Background: an optimization exercise with open tools, aiming at small area, a short achievable clock period and few clock cycles per item. Do not read the settings as production practice. Where RTL was checked, it was by simulation tests only, not by an equivalence proof against the original.

==> inputs of umber <==
## iir_df1_biquad_axis
module iir_df1_biquad_axis
#(
    parameter int unsigned coeff_width  = 16,
    parameter int unsigned inout_width  = 16,
    parameter int unsigned scale_factor = 14,
    parameter int          a1_int_coeff = -31880,
    parameter int          a2_int_coeff = 15531,
    parameter int          bo_int_coeff = 167,
    parameter int          b1_int_coeff = -302,
    parameter int          b2_int_coeff = 167
) (
    input  logic                          clk,
    input  logic                          rst,
    input  logic                          s_axis_tvalid,
    input  logic signed [inout_width-1:0] s_axis_tdata,
    output logic                          m_axis_tready,
    output logic signed [inout_width-1:0] m_axis_tdata,
    output logic                          m_axis_tvalid
);
export LEC_CHECK = 0
export CAP_MARGIN = 20
export CORE_MARGIN = 2
export CORE_UTILIZATION = 40
export SETUP_SLACK_MARGIN = 3.0
export SLEW_MARGIN = 20
export SYNTH_HIERARCHICAL = 1
export SYNTH_MINIMUM_KEEP_SIZE = 0
create_clock -name core_clock -period 7.0 [get_ports {clk}]
run.sh (not shown) runs the stock make flow with config.mk's settings and CLKGATE_MAP_FILE= SYNTH_SCRIPT=/design/flow/synth_recipe.tcl, a recipe that flattens the netlist after the stock synthesis.
==> nickel (differences from umber) <==
--- a/flow/config.mk
+++ b/flow/config.mk
@@ -5,6 +5,7 @@
 export SDC_FILE = /design/flow/constraint.sdc
 export NUM_CORES = 4
 export LEC_CHECK = 0
+export ABC_AREA = 1
 export CAP_MARGIN = 20
 export CORE_MARGIN = 2
 export CORE_UTILIZATION = 40
==> qor summary <==
quantity	nickel	umber
Width of the chip	178 µm	175 µm
Outcome	complete, no violations	complete, no violations
R2R cell count	15	16
Final cycle utilization of the critical path	59.6%	59.7%
Capture point of the worst path	ga_q[13]	y1_q[13]
Arithmetic-cell share of the synthesized area counting full adders, half adders and majority gates	44.4%	46.3%
Arrival time worst endpoint	4.48 ns	4.51 ns
Footprint of the multi-input gates	8540 µm²	8870 µm²
Buffers plus inverters on the worst setup path	3	4
Terminating pin of the worst hold path	hx2_q[14]	hx1_q[12]
Startpoint of the worst hold path	hx2_q[14]	hx1_q[12]
Non-Filler Instances	1789	1559
Maximum number of pins on one net before global-route repair	46	68
Weighted congestion at the end of routability-driven global placement	0.866	0.827
No run of this note included a check of the RTL's function; only the layout flow was run.


==> violet: inputs <==
iir_df1_biquad_axis, a different RTL version from the one above (not shown whole).
export LEC_CHECK = 0
export CAP_MARGIN = 20
export CORE_MARGIN = 2
export CORE_UTILIZATION = 40
export SETUP_SLACK_MARGIN = 3.4
export SLEW_MARGIN = 20
export SYNTH_HIERARCHICAL = 1
export SYNTH_MINIMUM_KEEP_SIZE = 0
create_clock -name core_clock -period 7.0 [get_ports {clk}]
==> zinc (differences from violet) <==
Settings changed: ABC_AREA from default to 1, SETUP_SLACK_MARGIN 3.4 to 3.6.
==> notes <==
Of violet and zinc, zinc has the higher worst setup slack (gap 680 ps). Of violet and zinc, zinc has the higher critical path depth (gap 7). Of violet and zinc, zinc has the higher global-route usage (gap 1.7 points). Utilization: zinc is lower than violet (1.6 points).
Function was not checked in any run of this note: the RTL went through the layout flow alone.


==> run a: inputs <==
Another version of the RTL of iir_df1_biquad_axis (not shown whole).
export LEC_CHECK = 0
export ABC_AREA = 1
export CAP_MARGIN = 20
export CORE_MARGIN = 2
export CORE_UTILIZATION = 40
export SETUP_SLACK_MARGIN = 3.4
export SLEW_MARGIN = 20
export SYNTH_HIERARCHICAL = 1
export SYNTH_MINIMUM_KEEP_SIZE = 0
create_clock -name core_clock -period 7.0 [get_ports {clk}]
==> run b (differences from run a) <==
CTS_BUF_LIST = sky130_fd_sc_hd__clkbuf_8   (was not set)
SETUP_SLACK_MARGIN = 3.15   (was 3.4)
==> notes <==
Run b completed without violations. Run a ran to the end with no violations. Between run b and run a, the lower wire length is in run b (gap about 0.55%, measured against run a). In clock-buffer cell count, run b and run a do not differ. Against run a, the design area of run b is lower by about 2.4%. In run a the maximum frequency is higher than in run b, by 1.7%. In run a the via count is higher than in run b, by 0.41%. Against run a, the sequential share of layout area of run b is higher by 0.44 points. Sequential cell count is the same in run b and run a.
==> figures <==
quantity                                                                  run b         run a
Status                                         no timing/DRC/antenna violations  no timing/DRC/antenna violations
Met2 layer wire length in the routed design                            12000 um      12000 um
Worst reg-to-reg setup slack                                            3.35 ns       3.41 ns
Total Wirelength                                                       26600 um      26700 um
Filler Cell Count                                                          2839          2807
Global routing met1 resource utilization                                  26.2%         26.2%
Met3 routed wirelength                                                  1300 um       1260 um
Post-detailed-route via-to-cell ratio                                      4.74          4.75
Clock-pin slew on the worst setup and hold paths                        0.08 ns       0.06 ns
Final standard cell area without fillers                            13200 sq um   13500 sq um
Total routing usage reported by global routing                            18.1%         18.5%
Transition at the pin with the smallest max-transition slack           0.940 ns      0.931 ns
Fraction of final layout cells with drive strength greater than 1         8.60%         10.8%
Arrival time at the worst endpoint                                      4.03 ns       3.94 ns
Starting DRT DRC Count                                                      567           441
Testbench counts of run a, summed over its fixed seeds: cycles 24,024, items 24,000.
Testbench counts of run b, summed over its fixed seeds: cycles 24,024, items 24,000.


==> inputs of run R <==
Another version of the RTL of iir_df1_biquad_axis (not shown whole).
Settings: LEC_CHECK=0, ABC_AREA=1, CAP_MARGIN=20, CORE_MARGIN=2, CORE_UTILIZATION=40, CTS_CLUSTER_DIAMETER=120, CTS_CLUSTER_SIZE=40, SETUP_SLACK_MARGIN=3.0, SLEW_MARGIN=20, SYNTH_HIERARCHICAL=1, SYNTH_MINIMUM_KEEP_SIZE=0; clock period 7.0 ns.
==> run B (differences from run R) <==
Settings changed: CORE_UTILIZATION 40 to 55, CTS_CLUSTER_DIAMETER 120 to not set, CTS_CLUSTER_SIZE 40 to not set, PLACE_DENSITY set to 0.75.
==> comparison table <==
| item | run B | run R |
|---|---|---|
| Setup WS post-layout | 3180 ps | 3210 ps |
| Register share of the cell area | 20.0% | 19.7% |
| Initial cell density of the core | 55.7% | 40.8% |
| Overall routing resource usage | 25.0% | 18.9% |
| Worst setup slack for register-to-register paths | 3180 ps | 3210 ps |
| Fraction of standard cell area in multi-input logic | 62.3% | 62.0% |
| Final worst path period need | 3820 ps | 3790 ps |
| Count of non-filler cells in the finished layout | 1654 | 1764 |
| Maximum number of pins on one net before global-route repair | 45 | 46 |
| Sink of the worst hold path | hx2_q[1] | hx2_q[14] |
| Chip width | 152 um | 178 um |
| Clock Skews | 11.4 ps | 14.1 ps |
| Critical Path Max Stage Delay | 510 ps | 520 ps |
| Run status | complete, no violations | complete, no violations |
| Number of global-route vias before repair | 9208 | 8980 |
| Area taken by multi-input logic gates | 0.00843 mm2 | 0.00852 mm2 |
| Detailed Place HPWL | 21.8 mm | 22.8 mm |
| Storage cell area | 0.00270 mm2 | 0.00270 mm2 |
| Core area | 0.0218 mm2 | 0.0297 mm2 |
Testbench counts of run R, summed over its fixed seeds: cycles 24,024, items 24,000.
Testbench counts of run B, summed over its fixed seeds: cycles 24,024, items 24,000.


==> job 2846: inputs <==
iir_df1_biquad_axis, a different RTL version from the one above (not shown whole).
## iir_df1_biquad_axis
module iir_df1_biquad_axis
#(
    parameter int unsigned coeff_width  = 16,
    parameter int unsigned inout_width  = 16,
    parameter int unsigned scale_factor = 14,
    parameter int          a1_int_coeff = -31880,
    parameter int          a2_int_coeff = 15531,
    parameter int          bo_int_coeff = 167,
    parameter int          b1_int_coeff = -302,
    parameter int          b2_int_coeff = 167
) (
    input  logic                          clk,
    input  logic                          rst,
    input  logic                          s_axis_tvalid,
    input  logic signed [inout_width-1:0] s_axis_tdata,
    output logic                          m_axis_tready,
    output logic signed [inout_width-1:0] m_axis_tdata,
    output logic                          m_axis_tvalid
);
    logic        v1_q, v2_q, v3_q;        
    logic [15:0] hx1_q, hx2_q;            
    logic [15:0] y1_q;                    
    logic [15:0] yb_q;                    
    logic signed [17:0] t_d, t_q;
    logic [31:0]  ga_d, ga_q;
    logic [31:10] gb_d, gb_q;
    logic         gc_d, gc_q;
    logic         c29;
    logic [2:0]   top0, top1;
    logic         ok0, ok1, hi_ok, sgn;
    logic [15:0]  y_sat;
  ...
clock: 7.0 ns
lec_check: 0
abc_area: 1
cap_margin: 20
core_margin: 2
core_utilization: 40
setup_slack_margin: 3.3
slew_margin: 20
synth_hierarchical: 1
synth_minimum_keep_size: 0
==> inputs of job 9355, as changes to job 2846 <==
--- a/flow/design.v
+++ b/flow/design.v
@@ -678,53 +678,53 @@
     iir_fa u_lt5 (.a(ga_q[12]), .b(gb_q[12]), .c(y1_q[9]), .s(lt5), .co(lt6));
     iir_fa u_lt7 (.a(ga_q[13]), .b(gb_q[13]), .c(y1_q[10]), .s(lt7), .co(lt8));
     iir_fa u_lt9 (.a(ga_q[14]), .b(gb_q[14]), .c(y1_q[11]), .s(lt9), .co(lt10));
     iir_fa u_lt11 (.a(ga_q[15]), .b(gb_q[15]), .c(y1_q[12]), .s(lt11), .co(lt12));
     iir_ha u_lt13 (.a(y1_q[8]), .b(y1_q[0]), .s(lt13), .co(lt14));
     iir_fa u_lt15 (.a(ga_q[16]), .b(gb_q[16]), .c(y1_q[13]), .s(lt15), .co(lt16));
     assign lt17 = ~y1_q[6];
-    iir_fa u_lt18 (.a(y1_q[9]), .b(lt17), .c(y1_q[1]), .s(lt18), .co(lt19));
+    iir_fa u_lt18 (.a(y1_q[9]), .b(y1_q[1]), .c(lt17), .s(lt18), .co(lt19));
     iir_fa u_lt20 (.a(ga_q[17]), .b(gb_q[17]), .c(y1_q[14]), .s(lt20), .co(lt21));
     assign lt22 = ~y1_q[7];
-    iir_fa u_lt23 (.a(y1_q[10]), .b(lt22), .c(y1_q[2]), .s(lt23), .co(lt24));
+    iir_fa u_lt23 (.a(y1_q[10]), .b(y1_q[2]), .c(lt22), .s(lt23), .co(lt24));
     iir_fa u_lt25 (.a(ga_q[18]), .b(gb_q[18]), .c(y1_q[11]), .s(lt25), .co(lt26));
     assign lt27 = ~y1_q[3];
-    iir_fa u_lt28 (.a(y1_q[15]), .b(y1_q[8]), .c(lt27), .s(lt28), .co(lt29));
+    iir_fa u_lt28 (.a(lt27), .b(y1_q[15]), .c(y1_q[8]), .s(lt28), .co(lt29));
     iir_fa u_lt30 (.a(ga_q[19]), .b(gb_q[19]), .c(y1_q[12]), .s(lt30), .co(lt31));
-    iir_ha u_lt32 (.a(y1_q[9]), .b(y1_q[4]), .s(lt32), .co(lt33));
-    assign lt34 = ~y1_q[9] & y1_q[4];
+    iir_ha u_lt32 (.a(y1_q[4]), .b(y1_q[9]), .s(lt32), .co(lt33));
+    assign lt34 = y1_q[4] & ~y1_q[9];
     iir_fa u_lt35 (.a(ga_q[20]), .b(gb_q[20]), .c(y1_q[13]), .s(lt35), .co(lt36));
-    iir_ha u_lt37 (.a(y1_q[10]), .b(y1_q[5]), .s(lt37), .co(lt38));
-    assign lt39 = ~y1_q[10] & y1_q[5];
+    iir_ha u_lt37 (.a(y1_q[5]), .b(y1_q[10]), .s(lt37), .co(lt38));
+    assign lt39 = y1_q[5] & ~y1_q[10];
     iir_fa u_lt40 (.a(ga_q[21]), .b(gb_q[21]), .c(y1_q[14]), .s(lt40), .co(lt41));
-    iir_ha u_lt42 (.a(y1_q[11]), .b(y1_q[6]), .s(lt42), .co(lt43));
-    assign lt44 = ~y1_q[11] & y1_q[6];
+    iir_ha u_lt42 (.a(y1_q[6]), .b(y1_q[11]), .s(lt42), .co(lt43));
+    assign lt44 = y1_q[6] & ~y1_q[11];
     iir_fa u_lt45 (.a(ga_q[22]), .b(gb_q[22]), .c(y1_q[7]), .s(lt45), .co(lt46));
     iir_ha u_lt47 (.a(y1_q[15]), .b(y1_q[12]), .s(lt47), .co(lt48));
     assign lt49 = ~(y1_q[15] | y1_q[12]);
     iir_fa u_lt50 (.a(ga_q[23]), .b(gb_q[23]), .c(y1_q[8]), .s(lt50), .co(lt51));
     iir_ha u_lt52 (.a(ga_q[24]), .b(gb_q[24]), .s(lt52), .co(lt53));
     iir_ha u_lt54 (.a(ga_q[25]), .b(gb_q[25]), .s(lt54), .co(lt55));
     iir_ha u_lt56 (.a(y1_q[7]), .b(y1_q[3]), .s(lt56), .co(lt57));
     iir_fa u_lt58 (.a(y1_q[4]), .b(lt2), .c(lt3), .s(lt58), .co(lt59));
     iir_fa u_lt60 (.a(y1_q[5]), .b(lt4), .c(lt5), .s(lt60), .co(lt61));
     iir_fa u_lt62 (.a(y1_q[6]), .b(lt6), .c(lt7), .s(lt62), .co(lt63));
     iir_fa u_lt64 (.a(y1_q[7]), .b(lt8), .c(lt9), .s(lt64), .co(lt65));
     iir_fa u_lt66 (.a(lt13), .b(lt10), .c(lt11), .s(lt66), .co(lt67));
     iir_fa u_lt68 (.a(lt14), .b(lt12), .c(lt15), .s(lt68), .co(lt69));
-    iir_fa u_lt70 (.a(lt16), .b(lt19), .c(lt20), .s(lt70), .co(lt71));
-    iir_fa u_lt72 (.a(lt21), .b(lt24), .c(lt25), .s(lt72), .co(lt73));
-    assign lt74 = ~lt26;
-    iir_fa u_lt75 (.a(lt32), .b(lt74), .c(lt29), .s(lt75), .co(lt76));
+    iir_fa u_lt70 (.a(lt16), .b(lt20), .c(lt19), .s(lt70), .co(lt71));
+    iir_fa u_lt72 (.a(lt21), .b(lt25), .c(lt24), .s(lt72), .co(lt73));
+    assign lt74 = ~lt32;
+    iir_fa u_lt75 (.a(lt74), .b(lt26), .c(lt30), .s(lt75), .co(lt76));
     iir_fa u_lt77 (.a(lt34), .b(lt31), .c(lt35), .s(lt77), .co(lt78));
     iir_fa u_lt79 (.a(lt39), .b(lt36), .c(lt40), .s(lt79), .co(lt80));
     iir_fa u_lt81 (.a(lt44), .b(lt47), .c(lt41), .s(lt81), .co(lt82));
     iir_fa u_lt83 (.a(lt49), .b(lt46), .c(lt50), .s(lt83), .co(lt84));
     assign lt85 = ~y1_q[14];
-    iir_fa u_lt86 (.a(lt85), .b(y1_q[9]), .c(lt52), .s(lt86), .co(lt87));
+    iir_fa u_lt86 (.a(y1_q[9]), .b(lt85), .c(lt52), .s(lt86), .co(lt87));
     iir_fa u_lt88 (.a(y1_q[15]), .b(y1_q[10]), .c(lt53), .s(lt88), .co(lt89));
     iir_fa u_lt90 (.a(ga_q[26]), .b(gb_q[26]), .c(y1_q[11]), .s(lt90), .co(lt91));
     iir_ha u_lt92 (.a(ga_q[27]), .b(gb_q[27]), .s(lt92), .co(lt93));
     iir_ha u_lt94 (.a(ga_q[28]), .b(gb_q[28]), .s(lt94), .co(lt95));
     iir_ha u_lt96 (.a(ga_q[29]), .b(gb_q[29]), .s(lt96), .co(lt97));
     iir_ha u_lt98 (.a(ga_q[7]), .b(y1_q[4]), .s(lt98), .co(lt99));
     iir_fa u_lt100 (.a(ga_q[8]), .b(y1_q[5]), .c(y1_q[1]), .s(lt100), .co(lt101));
@@ -740,34 +740,34 @@
     iir_fa u_lt116 (.a(lt115), .b(lt63), .c(lt64), .s(lt116), .co(lt117));
     assign lt118 = ~y1_q[5];
     iir_fa u_lt119 (.a(lt118), .b(lt65), .c(lt66), .s(lt119), .co(lt120));
     iir_fa u_lt121 (.a(lt18), .b(lt67), .c(lt68), .s(lt121), .co(lt122));
     iir_fa u_lt123 (.a(lt23), .b(lt69), .c(lt70), .s(lt123), .co(lt124));
     assign lt125 = ~lt28;
     iir_fa u_lt126 (.a(lt125), .b(lt71), .c(lt72), .s(lt126), .co(lt127));
-    assign lt128 = ~lt75;
-    iir_fa u_lt129 (.a(lt30), .b(lt73), .c(lt128), .s(lt129), .co(lt130));
-    assign lt131 = ~lt77;
-    iir_fa u_lt132 (.a(lt37), .b(lt76), .c(lt131), .s(lt132), .co(lt133));
+    assign lt128 = ~lt29;
+    iir_fa u_lt129 (.a(lt128), .b(lt75), .c(lt73), .s(lt129), .co(lt130));
+    assign lt131 = ~lt37;
+    iir_fa u_lt132 (.a(lt131), .b(lt76), .c(lt77), .s(lt132), .co(lt133));
     assign lt134 = ~lt42;
     iir_fa u_lt135 (.a(lt134), .b(lt78), .c(lt79), .s(lt135), .co(lt136));
     iir_fa u_lt137 (.a(lt45), .b(lt80), .c(lt81), .s(lt137), .co(lt138));
     assign lt139 = ~y1_q[13];
     iir_fa u_lt140 (.a(lt139), .b(lt82), .c(lt83), .s(lt140), .co(lt141));
     iir_fa u_lt142 (.a(lt51), .b(lt86), .c(lt84), .s(lt142), .co(lt143));
     iir_fa u_lt144 (.a(lt54), .b(lt87), .c(lt88), .s(lt144), .co(lt145));
     iir_fa u_lt146 (.a(lt55), .b(lt90), .c(lt89), .s(lt146), .co(lt147));
     iir_fa u_lt148 (.a(y1_q[12]), .b(lt92), .c(lt91), .s(lt148), .co(lt149));
     iir_fa u_lt150 (.a(y1_q[13]), .b(lt93), .c(lt94), .s(lt150), .co(lt151));
     iir_fa u_lt152 (.a(y1_q[14]), .b(lt95), .c(lt96), .s(lt152), .co(lt153));
     iir_ha u_lt154 (.a(y1_q[15]), .b(lt97), .s(lt154), .co(lt155));
     assign lt156 = ~y1_q[15] & lt97;
     logic [31:0] la, lb;
-    assign la = {lt156, lt153, lt151, lt149, lt147, lt145, lt143, lt141, lt138, lt136, ~lt133, lt130, lt127, lt124, lt122, lt120, lt117, lt114, lt112, lt109, lt106, lt103, lt101, lt99, lt98, ga_q[6], ga_q[5], ga_q[4], ga_q[3], ga_q[2], ga_q[1], ga_q[0]};
-    assign lb = {1'b1, ~lt154, lt152, lt150, lt148, lt146, lt144, lt142, lt140, lt137, lt135, ~lt132, lt129, lt126, lt123, lt121, lt119, lt116, lt113, lt111, lt108, lt105, lt102, lt100, y1_q[0], y1_q[3], y1_q[2], y1_q[1], y1_q[0], 1'b0, 1'b0, 1'b0};
+    assign la = {lt156, lt153, lt151, lt149, lt147, lt145, lt143, lt141, lt138, lt136, lt133, lt130, lt127, lt124, lt122, lt120, lt117, lt114, lt112, lt109, lt106, lt103, lt101, lt99, lt98, ga_q[6], ga_q[5], ga_q[4], ga_q[3], ga_q[2], ga_q[1], ga_q[0]};
+    assign lb = {1'b1, ~lt154, lt152, lt150, lt148, lt146, lt144, lt142, lt140, lt137, lt135, lt132, lt129, lt126, lt123, lt121, lt119, lt116, lt113, lt111, lt108, lt105, lt102, lt100, y1_q[0], y1_q[3], y1_q[2], y1_q[1], y1_q[0], 1'b0, 1'b0, 1'b0};
     logic [28:14] cs;
     logic [28:0] lcg, lcp;
     assign lcg[0] = la[0] & lb[0];
     assign lcp[0] = la[0] | lb[0];
     assign lcg[1] = la[1] & lb[1];
     assign lcp[1] = la[1] | lb[1];
     assign lcg[2] = la[2] & lb[2];
--- a/flow/config.mk
+++ b/flow/config.mk
@@ -5,11 +5,11 @@
 export SDC_FILE = /design/flow/constraint.sdc
 export NUM_CORES = 4
 export LEC_CHECK = 0
 export ABC_AREA = 1
 export CAP_MARGIN = 20
 export CORE_MARGIN = 2
 export CORE_UTILIZATION = 40
-export SETUP_SLACK_MARGIN = 3.3
+export SETUP_SLACK_MARGIN = 3.45
 export SLEW_MARGIN = 20
 export SYNTH_HIERARCHICAL = 1
 export SYNTH_MINIMUM_KEEP_SIZE = 0
==> inputs of job 4535, as changes to job 2846 <==
--- a/flow/config.mk
+++ b/flow/config.mk
@@ -5,11 +5,11 @@
 export SDC_FILE = /design/flow/constraint.sdc
 export NUM_CORES = 4
 export LEC_CHECK = 0
 export ABC_AREA = 1
 export CAP_MARGIN = 20
 export CORE_MARGIN = 2
 export CORE_UTILIZATION = 40
-export SETUP_SLACK_MARGIN = 3.3
+export SETUP_SLACK_MARGIN = 3.6
 export SLEW_MARGIN = 20
 export SYNTH_HIERARCHICAL = 1
 export SYNTH_MINIMUM_KEEP_SIZE = 0
==> results.txt <==
metric                                                                            job 2846                 job 4535                 job 9355
Run status                                                         complete, no violations  complete, no violations  complete, no violations
Sum of buffers and inverters on the critical path                                        3                        2                        3
Tcrit/Tclk final                                                                     0.520                    0.521                    0.513
Slowest cell delay on critical path                                                 650 ps                   560 ps                   670 ps
First-pass GRT wire length                                                        46000 um                 46700 um                 45600 um
Cell area after synthesis                                                        12300 um2                12300 um2                12100 um2
DRT iter0 DRCs                                                                         418                      377                      511
Cell count of the worst hold path                                                        2                        0                        2
Xor/xnor cell area share of the yosys netlist                                       0.0193                   0.0193                   0.0195
Average wire length per cell after detail routing                                  14.7 um                  14.9 um                  15.0 um
Fraction of final layout cells with drive strength greater than 1                    0.116                    0.139                    0.147
Origin of the worst min-delay path                                               hx1_q[15]                 yb_q[14]                hx2_q[13]
Count of plain and timing-repair buffers in the layout                                  50                       70                       70
Clock network area share                                                            0.0443                   0.0427                   0.0423
Worst hold-check slack                                                              514 ps                   513 ps                   522 ps
Met3 capacity usage during global routing                                           0.0301                   0.0282                   0.0330
Testbench counts of job 9355, summed over its fixed seeds: cycles 24,024, items 24,000.
No functional check of the RTL was part of job 2846 and job 4535.

static timing again, ports no longer ideal:
Ports are ideal in the flow. The routed layouts listed here were re-timed in OpenROAD.
Step 1 sets driving cells, clkbuf_16 on the clock port and buf_2 on the other inputs (assumed; they add their load-dependent delay and slew).
Step 2 also shifts input and output timing later by t, the mid clock arrival at the registers, as if the neighbouring blocks saw the same clock.
Slacks: ideal ports / drivers / drivers and shift; pairs: ideal ports / drivers.
run | t, ns | setup slack, ns | worst data-port slew with drivers (ns)
umber | 0.469 | 2.820 / 2.820 / 2.639 | 0.03
nickel | 0.461 | 2.828 / 2.828 / 2.746 | 0.03
violet | 0.476 | 2.982 / 2.982 / 2.982 | 0.03
zinc | 0.478 | 3.660 / 3.660 / 3.231 | 0.03
run a of note 3 | 0.471 | 3.410 / 3.410 / 3.181 | 0.04
run b of note 3 | 0.486 | 3.348 / 3.348 / 3.087 | 0.04
run R of note 4 | 0.462 | 3.213 / 3.213 / 2.861 | 0.03
run B of note 4 | 0.464 | 3.177 / 3.177 / 2.779 | 0.03
job 2846 | 0.465 | 3.363 / 3.363 / 3.142 | 0.03
job 9355 | 0.473 | 3.406 / 3.406 / 3.150 | 0.03
job 4535 | 0.469 | 3.350 / 3.350 / 3.201 | 0.03
After both steps setup and hold are still met in every run listed. For zinc, which loses most, drivers alone change the setup slack by 0.000 ns; drivers and shift together by -0.429 ns.
